What follows belongs to an exercise in optimizing a design on an open flow for small area, a short achievable clock period and few clock cycles; a production flow would make more cautious choices.

// aes_key_sched_ctrl
module aes_key_sched_ctrl #(
    parameter int NR = aes_pkg::NR
) (
    input  logic         clk,
    input  logic         rst_n,
    input  logic         key_valid,
    input  logic [127:0] key_in,
    output logic         key_ready,
    output logic         busy,
    output logic         keys_valid,
    input  logic [3:0]   rd_idx,
    output logic [127:0] rd_key
);
    localparam int NW = NR + 3;          
    logic        busy_q;                 
    logic        busy_o;                 
    logic        ready_o;                
    logic        kv_q;
    logic [7:0]  rcon;
    logic        accept;
    logic        last;
    logic [31:0] w [0:NW-1];
    logic [31:0] e [0:NW];               
    logic [31:0] ka, kb, kc, kd;
    logic [31:0] nw;
    assign key_ready  = ready_o;
    assign busy       = busy_o;
    assign keys_valid = kv_q;
    assign accept     = key_valid & ~busy_q;
    assign last = (rcon == aes_pkg::RCON_LAST);
    always_ff @(posedge clk or negedge rst_n) begin
        if (!rst_n) begin
            busy_q  <= 1'b0;
            ready_o <= 1'b1;
            kv_q    <= 1'b0;
        end else if (accept) begin
            busy_q  <= 1'b1;
            ready_o <= 1'b0;
            kv_q    <= 1'b0;
        end else if (busy_q && last) begin
            busy_q  <= 1'b0;
            ready_o <= 1'b1;
            kv_q    <= 1'b1;
        end
    end
    always_ff @(posedge clk or negedge rst_n) begin
        if (!rst_n) busy_o <= 1'b0;
        else        busy_o <= (key_valid & ready_o) | (busy_o & ~last);
    end
    always_ff @(posedge clk) begin
        if (accept)      rcon <= aes_pkg::RCON_INIT;
        else if (busy_q) rcon <= aes_pkg::xtime(rcon);
    end
    aes_key_round u_round (.w_m4(w[NW-4]), .w_m1(w[NW-1]), .rcon(rcon), .w_new(nw));
    assign ka = key_in[127:96];
    assign kb = key_in[95:64];
    assign kc = key_in[63:32];
    assign kd = key_in[31:0];
    logic [3:0] ld_en;
    for (genvar q = 0; q < 4; q++) begin : g_ld_en
        aes_g_or2 u_or (.a(key_valid), .b(busy_q), .y(ld_en[q]));
    end
    always_ff @(posedge clk) begin
        if (busy_q) begin
  ...
For scale: about 2300 cells after synthesis, ~0.031 mm² of cells after synthesis.
==> module aes_key_sched_ctrl, before the edit <==
module aes_key_sched_ctrl #(
    parameter int NR = aes_pkg::NR
) (
    input  logic         clk,
    input  logic         rst_n,
    input  logic         key_valid,
    input  logic [127:0] key_in,
    output logic         key_ready,
    output logic         busy,
    output logic         keys_valid,
    input  logic [3:0]   rd_idx,
    output logic [127:0] rd_key
);
    localparam int NW = NR + 3;          
    logic        busy_q;                 
    logic        busy_o;                 
    logic        ready_o;                
    logic        kv_q;
    logic [7:0]  rcon;
    logic        accept;
    logic        last;
    logic [31:0] w [0:NW-1];
    logic [31:0] e [0:NW];               
    logic [31:0] ka, kb, kc, kd;
    logic [31:0] nw;
    assign key_ready  = ready_o;
    assign busy       = busy_o;
    assign keys_valid = kv_q;
    assign accept     = key_valid & ~busy_q;
    assign last = (rcon == aes_pkg::RCON_LAST);
    always_ff @(posedge clk or negedge rst_n) begin
        if (!rst_n) begin
            busy_q  <= 1'b0;
            ready_o <= 1'b1;
            kv_q    <= 1'b0;
        end else if (accept) begin
            busy_q  <= 1'b1;
            ready_o <= 1'b0;
            kv_q    <= 1'b0;
        end else if (busy_q && last) begin
            busy_q  <= 1'b0;
            ready_o <= 1'b1;
            kv_q    <= 1'b1;
        end
    end
    always_ff @(posedge clk or negedge rst_n) begin
        if (!rst_n) busy_o <= 1'b0;
        else        busy_o <= (key_valid & ready_o) | (busy_o & ~last);
    end
    always_ff @(posedge clk) begin
        if (accept)      rcon <= aes_pkg::RCON_INIT;
        else if (busy_q) rcon <= aes_pkg::xtime(rcon);
    end
    aes_key_round u_round (.w_m4(w[NW-4]), .w_m1(w[NW-1]), .rcon(rcon), .w_new(nw));
    assign ka = key_in[127:96];
    assign kb = key_in[95:64];
    assign kc = key_in[63:32];
    assign kd = key_in[31:0];
    logic [3:0] ld_en;
    for (genvar q = 0; q < 4; q++) begin : g_ld_en
        aes_g_or2 u_or (.a(key_valid), .b(busy_q), .y(ld_en[q]));
    end
    always_ff @(posedge clk) begin
        if (busy_q) begin
            for (int k = 0; k < NW - 4; k++) w[k] <= w[k+1];
        end
        for (int q = 0; q < 4; q++) begin
            if (ld_en[q]) begin
                if (busy_q) begin
                    w[NW-4][8*q +: 8] <= w[NW-3][8*q +: 8];
                    w[NW-3][8*q +: 8] <= w[NW-2][8*q +: 8];
                    w[NW-2][8*q +: 8] <= w[NW-1][8*q +: 8];
                    w[NW-1][8*q +: 8] <= nw[8*q +: 8];
                end else begin
                    w[NW-4][8*q +: 8] <= ka[8*q +: 8] ^ kb[8*q +: 8] ^ kc[8*q +: 8] ^ kd[8*q +: 8];
                    w[NW-3][8*q +: 8] <= kd[8*q +: 8] ^ kb[8*q +: 8];
                    w[NW-2][8*q +: 8] <= kd[8*q +: 8] ^ kc[8*q +: 8];
                    w[NW-1][8*q +: 8] <= kd[8*q +: 8];
                end
            end
        end
    end
    always_comb begin
        for (int k = 0; k < NW; k++) e[k] = w[k];
        e[NW] = nw;
    end
    logic [31:0] m [0:3];
    for (genvar k = 0; k < 4; k++) begin : g_win
        logic [NR:0] sel;
        aes_rd_dec #(.N(NR + 1)) u_dec (.idx(rd_idx), .sel(sel));
        for (genvar j = 0; j < 32; j++) begin : g_bit
            logic [NR:0] d;
            for (genvar r = 0; r <= NR; r++) begin : g_in
                assign d[r] = e[r+k][j];
            end
            aes_rd_mux #(.N(NR + 1)) u_mux (.sel(sel), .d(d), .y(m[k][j]));
        end
    end
    always_ff @(posedge clk) begin
        rd_key <= {(m[3] ^ m[2]) ^ (m[1] ^ m[0]), m[3] ^ m[1], m[3] ^ m[2], m[3]};
    end
endmodule
==> module aes_g_or2, before the edit <==
module aes_g_or2 (
    input  logic a,
    input  logic b,
    output logic y
);
    assign y = a | b;
endmodule
==> module aes_rd_dec, before the edit <==
module aes_rd_dec #(
    parameter int N = 11
) (
    input  logic [3:0]   idx,
    output logic [N-1:0] sel
);
    logic [3:0] lo;
    logic [2:0] hi;
    for (genvar i = 0; i < 4; i++) begin : g_lo
        assign lo[i] = (idx[1:0] == 2'(i));
    end
    for (genvar i = 0; i < 3; i++) begin : g_hi
        assign hi[i] = (idx[3:2] == 2'(i));
    end
    for (genvar r = 0; r < N; r++) begin : g_sel
        aes_g_and2 u_and (.a(lo[r % 4]), .b(hi[r / 4]), .y(sel[r]));
    end
endmodule
==> module aes_g_and2, before the edit <==
module aes_g_and2 (
    input  logic a,
    input  logic b,
    output logic y
);
    assign y = a & b;
endmodule
export LEC_CHECK = 0
export CAP_MARGIN = 20
export CORE_MARGIN = 2
export CORE_UTILIZATION = 40
export SLEW_MARGIN = 20
export SYNTH_HIERARCHICAL = 1
export SYNTH_MINIMUM_KEEP_SIZE = 0
create_clock -name core_clock -period 28.0 [get_ports {clk}]
run.sh (not shown) runs the stock make flow with config.mk's settings and CLKGATE_MAP_FILE= SYNTH_SCRIPT=/design/flow/synth_recipe.tcl, a recipe that flattens the netlist after the stock synthesis.
The baseline went through all stages and came out clean.
Next try:
--- a/flow/design.v
+++ b/flow/design.v
@@ -265,27 +265,21 @@
     assign kb = key_in[95:64];
     assign kc = key_in[63:32];
     assign kd = key_in[31:0];
-    logic [3:0] ld_en;
-    for (genvar q = 0; q < 4; q++) begin : g_ld_en
-        aes_g_or2 u_or (.a(key_valid), .b(busy_q), .y(ld_en[q]));
-    end
     always_ff @(posedge clk) begin
         if (busy_q) begin
             for (int k = 0; k < NW - 4; k++) w[k] <= w[k+1];
         end
-        for (int q = 0; q < 4; q++) begin
-            if (ld_en[q]) begin
-                if (busy_q) begin
-                    w[NW-4][8*q +: 8] <= w[NW-3][8*q +: 8];
-                    w[NW-3][8*q +: 8] <= w[NW-2][8*q +: 8];
-                    w[NW-2][8*q +: 8] <= w[NW-1][8*q +: 8];
-                    w[NW-1][8*q +: 8] <= nw[8*q +: 8];
-                end else begin
-                    w[NW-4][8*q +: 8] <= ka[8*q +: 8] ^ kb[8*q +: 8] ^ kc[8*q +: 8] ^ kd[8*q +: 8];
-                    w[NW-3][8*q +: 8] <= kd[8*q +: 8] ^ kb[8*q +: 8];
-                    w[NW-2][8*q +: 8] <= kd[8*q +: 8] ^ kc[8*q +: 8];
-                    w[NW-1][8*q +: 8] <= kd[8*q +: 8];
-                end
+        if (key_valid || busy_q) begin
+            if (busy_q) begin
+                w[NW-4] <= w[NW-3];
+                w[NW-3] <= w[NW-2];
+                w[NW-2] <= w[NW-1];
+                w[NW-1] <= nw;
+            end else begin
+                w[NW-4] <= ka ^ kb ^ kc ^ kd;
+                w[NW-3] <= kd ^ kb;
+                w[NW-2] <= kd ^ kc;
+                w[NW-1] <= kd;
             end
         end
     end
@@ -309,38 +303,16 @@
         rd_key <= {(m[3] ^ m[2]) ^ (m[1] ^ m[0]), m[3] ^ m[1], m[3] ^ m[2], m[3]};
     end
 endmodule
-module aes_g_or2 (
-    input  logic a,
-    input  logic b,
-    output logic y
-);
-    assign y = a | b;
-endmodule
 module aes_rd_dec #(
     parameter int N = 11
 ) (
     input  logic [3:0]   idx,
     output logic [N-1:0] sel
 );
-    logic [3:0] lo;
-    logic [2:0] hi;
-    for (genvar i = 0; i < 4; i++) begin : g_lo
-        assign lo[i] = (idx[1:0] == 2'(i));
-    end
-    for (genvar i = 0; i < 3; i++) begin : g_hi
-        assign hi[i] = (idx[3:2] == 2'(i));
-    end
     for (genvar r = 0; r < N; r++) begin : g_sel
-        aes_g_and2 u_and (.a(lo[r % 4]), .b(hi[r / 4]), .y(sel[r]));
+        assign sel[r] = (idx == 4'(r));
     end
 endmodule
-module aes_g_and2 (
-    input  logic a,
-    input  logic b,
-    output logic y
-);
-    assign y = a & b;
-endmodule
 module aes_rd_mux #(
     parameter int N = 11
 ) (
What happened: Register-to-register slack is about the same. Sequential share of layout area fell by 0.19 points. Wire length fell by 2.8%. Hold slack improved by 0.0075 ns. Final area rose by 0.46%.
No run of this note included a check of the RTL's function; only the layout flow was run.

==> separate check: timing with driven ports <==
How much do the figures lean on ideal ports? The routed layouts below were timed once more, with nothing changed but the port constraints.
Step 1 sets driving cells, clkbuf_16 on the clock port and buf_2 on the other inputs (assumed; they add their load-dependent delay and slew).
Step 2, shift: input delay + t, output delay - t, t = (earliest + latest rising clock arrival at the registers) / 2. This alone moves slack from input paths to output paths.
Slacks: ideal ports / drivers / drivers and shift; pairs: ideal ports / drivers.
| run | t (ns) | setup slack, ns | worst hold slack (ns) | worst setup path at the end |
|---|---|---|---|---|
| the first run | 0.674 | 19.605 / 19.597 / 18.923 | 0.477 / 0.477 / 0.477 | input to register |
| the second run | 0.702 | 20.116 / 20.153 / 19.451 | 0.484 / 0.484 / 0.484 | input to register |
After both steps setup and hold are still met in every run listed. The setup slack of the first run, which loses most, moves by -0.008 ns with the drivers and by -0.682 ns with both steps.
